Background: an optimization exercise with open tools, aiming at small area, a short achievable clock period and few clock cycles per item. Do not read the settings as production practice. RTL that was checked went through simulation tests only; none was proved equivalent to the original. The flow treats the clock pin as an ideal source, which a real chip does not have. Power and IR drop assume default switching activity.

## v6
## afu_region_top
module afu_region_top (
   input  logic                   i_clk,
   input  logic                   i_arst_n,
   input  logic                   i_req,
   input  logic [3-1:0]  i_req_pid,
   input  logic [1:0]             i_req_op,
   input  logic [4-1:0] i_req_addr,
   input  logic [64-1:0] i_req_wdata,
   output logic                   o_ack,
   output logic [64-1:0] o_rsp_rdata,
   output afu_region_pkg::afu_status_e            o_rsp_status
);
   logic [5-1:0] dec_wr;
   logic [5-1:0] dec_rd;
   logic                      dec_ack;
   afu_region_pkg::afu_status_e dec_status;
   logic [64-1:0]    exe_rdata;
   afu_req_decode u_decode (
      .i_clk       (i_clk),
      .i_arst_n    (i_arst_n),
      .i_req       (i_req),
      .i_req_pid   (i_req_pid),
      .i_req_op    (i_req_op),
      .o_wr        (dec_wr),
      .o_rd        (dec_rd),
      .o_ack       (dec_ack),
      .o_status    (dec_status)
   );
   afu_port_execute u_execute (
      .i_clk    (i_clk),
      .i_arst_n (i_arst_n),
      .i_wr     (dec_wr),
      .i_rd     (dec_rd),
      .i_addr   (i_req_addr),
      .i_wdata  (i_req_wdata),
      .o_rdata  (exe_rdata)
   );
   afu_rsp_result u_result (
      .i_clk    (i_clk),
      .i_rdata  (exe_rdata),
      .o_rdata  (o_rsp_rdata)
   );
   assign o_ack        = dec_ack;
   assign o_rsp_status = dec_status;
endmodule
For scale: roughly 600 flip-flops, about 26000 sq um of cells after synthesis.
==> flow/config.mk <==
export PLATFORM = sky130hd
export DESIGN_NAME = afu_region_top
export DESIGN_NICKNAME = afu_region_top
export VERILOG_FILES = /design/flow/design.v
export SDC_FILE = /design/flow/constraint.sdc
export NUM_CORES = 4
export LEC_CHECK = 0
export CAP_MARGIN = 20
export CORE_MARGIN = 2
export CORE_UTILIZATION = 40
export PLACE_DENSITY = 0.6
export SETUP_SLACK_MARGIN = 2.2
export SLEW_MARGIN = 20
==> flow/constraint.sdc <==
create_clock -name core_clock -period 4.0 [get_ports {i_clk}]
set_input_delay 0.8000 -clock core_clock [delete_from_list [all_inputs] [get_ports {i_clk}]]
set_output_delay 0.8000 -clock core_clock [all_outputs]
set_load 0.01 [all_outputs]
run.sh (not shown) runs the stock make flow with config.mk's settings and CLKGATE_MAP_FILE= SYNTH_SCRIPT=/design/flow/synth_recipe.tcl, a recipe that flattens the netlist after the stock synthesis.
v6: all stages complete, timing, DRC and antenna checks passed
Modified inputs, v7 compared to v6
-- flow/config.mk --
<<< v6, line 10
export CORE_UTILIZATION = 40
export PLACE_DENSITY = 0.6
export SETUP_SLACK_MARGIN = 2.2
export SLEW_MARGIN = 20
>>> v7, line 10
export CORE_UTILIZATION = 40
export PLACE_DENSITY = 0.6
export SLEW_MARGIN = 20
--- outcome ---
v7 was carried through to the last stage, and its layout satisfied the timing, design-rule and antenna checks. Comparing v6 and v7, the higher final design area excluding fillers is on v6. For the relative area of non-clock buffer cells in the final design, v7 came in 11 points lower than v6 did. Setup slack at placement for v7: 0.16 ns down relative to v6. Max freq v6 -> v7: degraded. Going from v6 to v7, hold slack grows by 0.056 ns. Compared to v6, v7 has critical path depth 4 lower. Summary of v7 over v6: routed metal-1 wire length -about 22%, areal power density over the cells grew by 18%, normalized max-slew margin saw a decrease, fraction of standard cell area in multi-input logic +1.4 points.
No run of this note included a check of the RTL's function; only the layout flow was run.

---

afu_region_top, a different RTL version from the one above (not shown whole).
For scale: roughly 1300 cells after synthesis, about 24000 µm² of cells after synthesis.
export LEC_CHECK = 0
export CAP_MARGIN = 20
export CORE_MARGIN = 2
export CORE_UTILIZATION = 65
export CTS_CLUSTER_DIAMETER = 100
export CTS_CLUSTER_SIZE = 30
export PLACE_DENSITY = 0.75
export SETUP_SLACK_MARGIN = 2.25
export SLEW_MARGIN = 20
export SYNTH_HIERARCHICAL = 1
create_clock -name core_clock -period 4.0 [get_ports {i_clk}]
standard.sh (not shown) runs the stock make flow with config.mk's settings and CLKGATE_MAP_FILE= SYNTH_SCRIPT=/design/flow/synth_recipe.tcl, a recipe that flattens the netlist after the stock synthesis.
==> flow/flow/run.sh <==
#!/bin/bash
set -euo pipefail
here=$(cd "$(dirname "${BASH_SOURCE[0]}")" && pwd)
export BUFFER_PORTS_ARGS="-buffer_cell sky130_fd_sc_hd__buf_2"
export POST_CTS_TCL="$here/post_cts.tcl"
bash standard.sh > standard.log 2>&1
==> flow/flow/post_cts.tcl <==
set block [ord::get_db_block]
set clk_net [$block findNet i_clk]
set removed 0
foreach it [$clk_net getITerms] {
  set inst [$it getInst]
  set master [[$inst getMaster] getName]
  if {![string match "sky130_fd_sc_hd__clkbuf_*" $master]} { continue }
  set out_net ""
  foreach oit [$inst getITerms] {
    if {[$oit isOutputSignal]} { set out_net [$oit getNet] }
  }
  if {$out_net eq ""} { continue }
  set loads {}
  set all_bufs 1
  foreach lit [$out_net getITerms] {
    if {[$lit getInst] eq $inst} { continue }
    lappend loads $lit
    if {![string match "sky130_fd_sc_hd__clkbuf_*" [[[$lit getInst] getMaster] getName]]} { set all_bufs 0 }
  }
  set port_pins [expr {[llength [$clk_net getITerms]] - 1 + [llength $loads]}]
  if {!$all_bufs || $port_pins > 4 || [llength [$out_net getBTerms]] > 0} { continue }
  puts "post_cts: removing clock root buffer [$inst getName] ($master), port now drives $port_pins pins"
  foreach lit $loads {
    $lit disconnect
    $lit connect $clk_net
  }
  $it disconnect
  odb::dbInst_destroy $inst
  odb::dbNet_destroy $out_net
  incr removed
  break
}
if {$removed} {
  estimate_parasitics -placement
  report_clock_skew
  report_worst_slack -max
  report_worst_slack -min
}
Testbench counts at the start, summed over its fixed seeds: cycles 6,400, items 3,200.
Edit:
--- a/flow/config.mk
+++ b/flow/config.mk
@@ -13,3 +13,3 @@
 export PLACE_DENSITY = 0.75
-export SETUP_SLACK_MARGIN = 2.25
+export SETUP_SLACK_MARGIN = 2.2
 export SLEW_MARGIN = 20
Synthesized cell count is unchanged.
Design area is lower slightly.
Register-to-register slack is worse by 90 ps.
Core utilization goes down by 1.2 points.
Edit:
--- a/flow/config.mk
+++ b/flow/config.mk
@@ -7,2 +7,3 @@
 export LEC_CHECK = 0
+export ABC_AREA = 1
 export CAP_MARGIN = 20
Via count rises by 18%.
Routed wire length increases by 2.5%.
Die area goes up by 5.7%.
Hold slack improved by 7.6 ps.
Final cell count came out higher by 43%.
Synthesized area grows by 5.8%.
Setup slack degrades by 17 ps.
Synthesized cell count is higher by 58%.
Utilization goes down by 0.34 points.
Edit:
--- a/flow/config.mk
+++ b/flow/config.mk
@@ -7,3 +7,2 @@
 export LEC_CHECK = 0
-export ABC_AREA = 1
 export CAP_MARGIN = 20
@@ -14,3 +13,3 @@
 export PLACE_DENSITY = 0.75
-export SETUP_SLACK_MARGIN = 2.2
+export SETUP_SLACK_MARGIN = 2.1
 export SLEW_MARGIN = 20
The new run passed the timing, design-rule and antenna checks.
Sequential power barely changes.
Global-route usage came out higher by 0.96 points.
Worst setup slack got worse by 84 ps.
Final area came out lower by 6.8%.
Area after synthesis came out lower by about 5.5%.
Synthesized cell count came out lower by about 37%.
Edit:
==> flow/flow/run.sh (replaced) <==
#!/bin/bash
set -euo pipefail
here=$(cd "$(dirname "${BASH_SOURCE[0]}")" && pwd)
export BUFFER_PORTS_ARGS="-buffer_cell sky130_fd_sc_hd__buf_1"
export POST_CTS_TCL="$here/post_cts.tcl"
bash standard.sh > standard.log 2>&1
--- a/flow/config.mk
+++ b/flow/config.mk
@@ -13,3 +13,3 @@
 export PLACE_DENSITY = 0.75
-export SETUP_SLACK_MARGIN = 2.1
+export SETUP_SLACK_MARGIN = 2.2
 export SLEW_MARGIN = 20
Result: Routed wire length rose by 1.9%; setup slack improves by 24 ps; critical path depth does not change; design area increases by 2.6%; die area does not change; fmax went up by 1.3%; non-clock buffer count rose by 19.

[afterwards: timing with drivers on the ports]
The flow's constraints put no driver on any port. The routed layouts listed below were extracted and timed again, unchanged, in two steps.
Step 1 assumes that a clkbuf_16 drives the clock port and a buf_2 every other input.
Step 2 moves the port delays by t, midway between the first and last clock arrival at a register: inputs arrive t later, outputs are due t later. That takes back most of the time a late clock gives input paths.
a / b / c = ideal ports / drivers / drivers and shift; a / b = the first two.
| run | t (ns) | setup WS [ns] | latest minus earliest clock arrival (ns) | worst register clock-pin slew, ns |
|---|---|---|---|---|
| v6 | 0.666 | 1.562 / 1.560 / 0.894 | 0.034 / 0.034 | 0.07 / 0.07 |
| v7 | 0.653 | 0.932 / 0.959 / 0.306 | 0.030 / 0.029 | 0.06 / 0.06 |
| the first run of note 2 | 0.518 | 2.225 / 2.159 / 1.749 | 0.018 / 0.018 | 0.11 / 0.11 |
| the second run of note 2 | 0.516 | 2.237 / 2.175 / 1.747 | 0.023 / 0.023 | 0.11 / 0.11 |
| the third run of note 2 | 0.526 | 2.220 / 2.141 / 1.738 | 0.026 / 0.027 | 0.11 / 0.11 |
| the fourth run of note 2 | 0.524 | 2.136 / 2.150 / 1.660 | 0.025 / 0.026 | 0.11 / 0.11 |
| the fifth run of note 2 | 0.514 | 2.160 / 2.160 / 1.676 | 0.035 / 0.035 | 0.12 / 0.12 |
After both steps every run listed still meets setup and hold. For v6, which loses most, drivers alone change the setup slack by -0.002 ns; drivers and shift together by -0.668 ns.
